From an optimization exercise on the open Yosys and OpenROAD flow, aimed at small area, a short achievable clock period and few clock cycles per item; shortcuts taken in it are not production practice. Where RTL was checked, it was by simulation tests only, not by an equivalence proof against the original.

## alpha
// qr_cordic_top
module qr_cordic_top #(
   parameter int data_w = 13
) (
   input  logic                clk,
   input  logic                rst_n,
   input  logic                valid,
   input  logic [4*data_w-1:0] in,
   output logic                out_valid,
   output logic [4*data_w-1:0] out
);
export LEC_CHECK = 0
export CAP_MARGIN = 30
export CORE_MARGIN = 2
export CORE_UTILIZATION = 30
export CTS_CLUSTER_DIAMETER = 100
export CTS_CLUSTER_SIZE = 24
export SLEW_MARGIN = 30
create_clock -name core_clock -period 12.5 [get_ports {clk}]
standard.sh (not shown) runs the stock make flow with config.mk's settings and CLKGATE_MAP_FILE= SYNTH_SCRIPT=/design/flow/synth_recipe.tcl, a recipe that flattens the netlist after the stock synthesis.
==> flow/flow/run.sh <==
#!/bin/bash
# Standard layout (the standard.sh, standard synthesis unchanged) with
# these changes to how it is made: timing repair is asked to leave a setup
# margin, so that the layout is pushed below the design's clock period; the
# buffer on every input and output port is a plain buffer rather than the
# delay cell the resizer picks by default; and after placement each output
# port's buffer is moved next to the register driving it (flow/outbuf.tcl).
# Each step's output goes to its own log file here.
set -euo pipefail
ARGS=("SETUP_SLACK_MARGIN=8.6" "BUFFER_PORTS_ARGS=-buffer_cell sky130_fd_sc_hd__buf_4")
for step in synth floorplan place; do
  bash standard.sh "${ARGS[@]}" $step > log_$step.txt 2>&1
done
openroad -no_init -exit flow/outbuf.tcl > log_outbuf.txt 2>&1
for step in cts finish; do
  bash standard.sh "${ARGS[@]}" $step > log_$step.txt 2>&1
done
==> flow/flow/outbuf.tcl <==
# Move each output port's buffer next to the register that drives it, so
# that the register drives a short wire and the buffer the long one to the
# port; placement legalized again.
set db orfs/results/$::env(FLOW_PLATFORM)/qr_cordic_top/base/3_place.odb
read_db $db
set block [ord::get_db_block]
set n 0
foreach bterm [$block getBTerms] {
  if {[$bterm getIoType] ne "OUTPUT"} { continue }
  set net [$bterm getNet]
  set buf ""
  foreach iterm [$net getITerms] {
    if {[$iterm isOutputSignal]} { set buf [$iterm getInst] }
  }
  if {$buf eq ""} { continue }
  set drv ""
  foreach iterm [$buf getITerms] {
    if {[$iterm isInputSignal]} {
      set in_net [$iterm getNet]
      if {$in_net eq "NULL" || $in_net eq ""} { continue }
      foreach it2 [$in_net getITerms] {
        if {[$it2 isOutputSignal]} { set drv [$it2 getInst] }
      }
    }
  }
  if {$drv eq ""} { continue }
  set loc [$drv getLocation]
  $buf setLocation [lindex $loc 0] [lindex $loc 1]
  incr n
}
puts "moved $n output buffers"
detailed_placement
check_placement -verbose
write_db $db
The inputs of beta differ from those of alpha as listed below.
--- a/flow/design.v
+++ b/flow/design.v
@@ -153,13 +153,12 @@
    input  logic [1:0]                 rd_col,
    input  logic [1:0]                 rd_even,   
    input  logic [1:0]                 rd_odd,
    input  logic                       fwd_x,     
    input  logic                       fwd_y,     
    input  logic                       fwd_in,    
-   input  logic                       rd_even_y,  
    output logic signed [data_w-1:0]   op_x,
    output logic signed [data_w-1:0]   op_y,
    input  logic                       wr_en,
    input  logic [2:0]                 wr_row,
    input  logic [1:0]                 wr_col,
    input  logic signed [data_w-1:0]   res_x,
@@ -227,13 +226,13 @@
    assign even_q = even_c[rd_col];
    assign odd_q  = odd_c[rd_col];
    assign op_x   = fwd_x ? rq_y_q
                  : fwd_in ? in[data_w-1:0]
                  : rd_row[0] ? even_q : odd_q;
    assign op_y   = fwd_y ? res_x
-                 : rd_even_y ? even_q : odd_q;
+                 : rd_row[0] ? odd_q : even_q;
    always_ff @(posedge clk or negedge rst_n) begin
       if (!rst_n) begin
          out_q <= '0;
       end else begin
          for (int c = 0; c < num_cols - 1; c++) begin
             out_q[c*data_w +: data_w] <= !out_load ? '0
@@ -263,13 +262,12 @@
    output logic [1:0] rd_col,
    output logic [1:0] rd_even,    
    output logic [1:0] rd_odd,     
    output logic       fwd_x,      
    output logic       fwd_y,      
    output logic       fwd_in,     
-   output logic       rd_even_y,  
    output logic [2:0] row,
    output logic [1:0] col,
    output logic       out_load,
    output logic [2:0] out_row,
    output logic       out_res,    
    output logic       out_rq,     
@@ -414,13 +412,12 @@
    logic [1:0] rd_even_q;
    logic [1:0] rd_odd_q;
    logic [1:0] a_col_q;
    logic       a_fwd_x_q;
    logic       a_fwd_y_q;
    logic       a_fwd_in_q;
-   logic       a_even_y_q;
    logic       b_start_q;
    logic       b_mode_q;
    logic [1:0] b_pass_q;
    logic [2:0] b_row_q;
    logic [1:0] b_col_q;
    always_ff @(posedge clk or negedge rst_n) begin
@@ -440,26 +437,24 @@
       rd_odd_q  <= out_load_c ? out_row_c[2:1]
                  : row_lo[0] ? row_lo[2:1] : row_lo[2:1] - 2'd1;
       a_col_q  <= j_ph;
       a_fwd_x_q <= (c_ph != 2'd0);
       a_fwd_y_q <= (k_op >= 4'd2);
       a_fwd_in_q <= (round_q == 4'd1 && phase_q == '0 && beats_q == '0);
-      a_even_y_q <= !row_lo[0];
       b_mode_q <= a_mode_q;
       b_pass_q <= a_pass_q;
       b_row_q  <= a_row_q;
       b_col_q  <= a_col_q;
    end
    assign rd_row   = a_row_q;
    assign rd_even  = rd_even_q;
    assign rd_odd   = rd_odd_q;
    assign rd_col   = a_col_q;
    assign fwd_x    = a_fwd_x_q;
    assign fwd_y    = a_fwd_y_q;
    assign fwd_in   = a_fwd_in_q;
-   assign rd_even_y = a_even_y_q;
    assign nxt_mode = a_mode_q;
    assign nxt_pass = a_pass_q;
    assign start    = b_start_q;
    assign mode     = b_mode_q;
    assign pass     = b_pass_q;
    assign row      = b_row_q;
@@ -492,13 +487,12 @@
    logic [1:0]               gv_rd_col;
    logic [1:0]               rd_even;
    logic [1:0]               rd_odd;
    logic                     fwd_x;
    logic                     fwd_y;
    logic                     fwd_in;
-   logic                     rd_even_y;
    logic [2:0]               gv_row;
    logic [1:0]               gv_col;
    logic signed [data_w-1:0] gv_op_x;
    logic signed [data_w-1:0] gv_op_y;
    logic                     gv_done;
    logic [2:0]               gv_wr_row;
@@ -520,13 +514,12 @@
       .rd_col    (gv_rd_col),
       .rd_even   (rd_even),
       .rd_odd    (rd_odd),
       .fwd_x     (fwd_x),
       .fwd_y     (fwd_y),
       .fwd_in    (fwd_in),
-      .rd_even_y  (rd_even_y),
       .row       (gv_row),
       .col       (gv_col),
       .out_load  (out_load),
       .out_row   (out_row),
       .out_res   (out_res),
       .out_rq    (out_rq),
@@ -544,13 +537,12 @@
       .rd_col   (gv_rd_col),
       .rd_even  (rd_even),
       .rd_odd   (rd_odd),
       .fwd_x    (fwd_x),
       .fwd_y    (fwd_y),
       .fwd_in   (fwd_in),
-      .rd_even_y (rd_even_y),
       .op_x     (gv_op_x),
       .op_y     (gv_op_y),
       .wr_en    (gv_done),
       .wr_row   (gv_wr_row),
       .wr_col   (gv_wr_col),
       .res_x    (gv_res_x),
==> run notes <==
- The xor-xnor portion of the synthesized cell area in beta was higher than what alpha gave.
- beta vs. alpha: TritonCTS sink count flat, HPWL after detailed placement saw a decrease, minimum setup slack in the final design moved up, register-to-register slack climbed 80 ps.
Testbench counts of beta, summed over its fixed seeds: cycles 9,120, matrices 96.
No functional check of the RTL was part of alpha.

## separate check: timing with driven ports
The flow's constraints put no driver on any port. The routed layouts listed below were extracted and timed again, unchanged, in two steps. Step 1: set_driving_cell puts a clkbuf_16 on clk and a buf_2 on each other input, an assumption about the parent block. Step 2 adds t to the input delays and takes it off the output delays; t is the mean of the earliest and latest rising clock arrival at the registers after step 1. Input paths then give back, and output paths get back, about the clock's delay inside the block. Slacks: ideal ports / drivers / drivers and shift; pairs: ideal ports / drivers.
run | t, ns | slack for setup (ns) | worst setup path after step 2 | clock arrival spread, ns | slew at the worst register clock pin (ns)
alpha | 0.738 | 8.772 / 8.690 / 8.242 | input to register | 0.077 / 0.077 | 0.11 / 0.11
beta | 0.714 | 8.784 / 8.713 / 8.267 | input to register | 0.042 / 0.042 | 0.11 / 0.11
After both steps setup and hold are still met in every run listed. The setup slack of alpha, which loses most, moves by -0.082 ns with the drivers and by -0.530 ns with both steps.
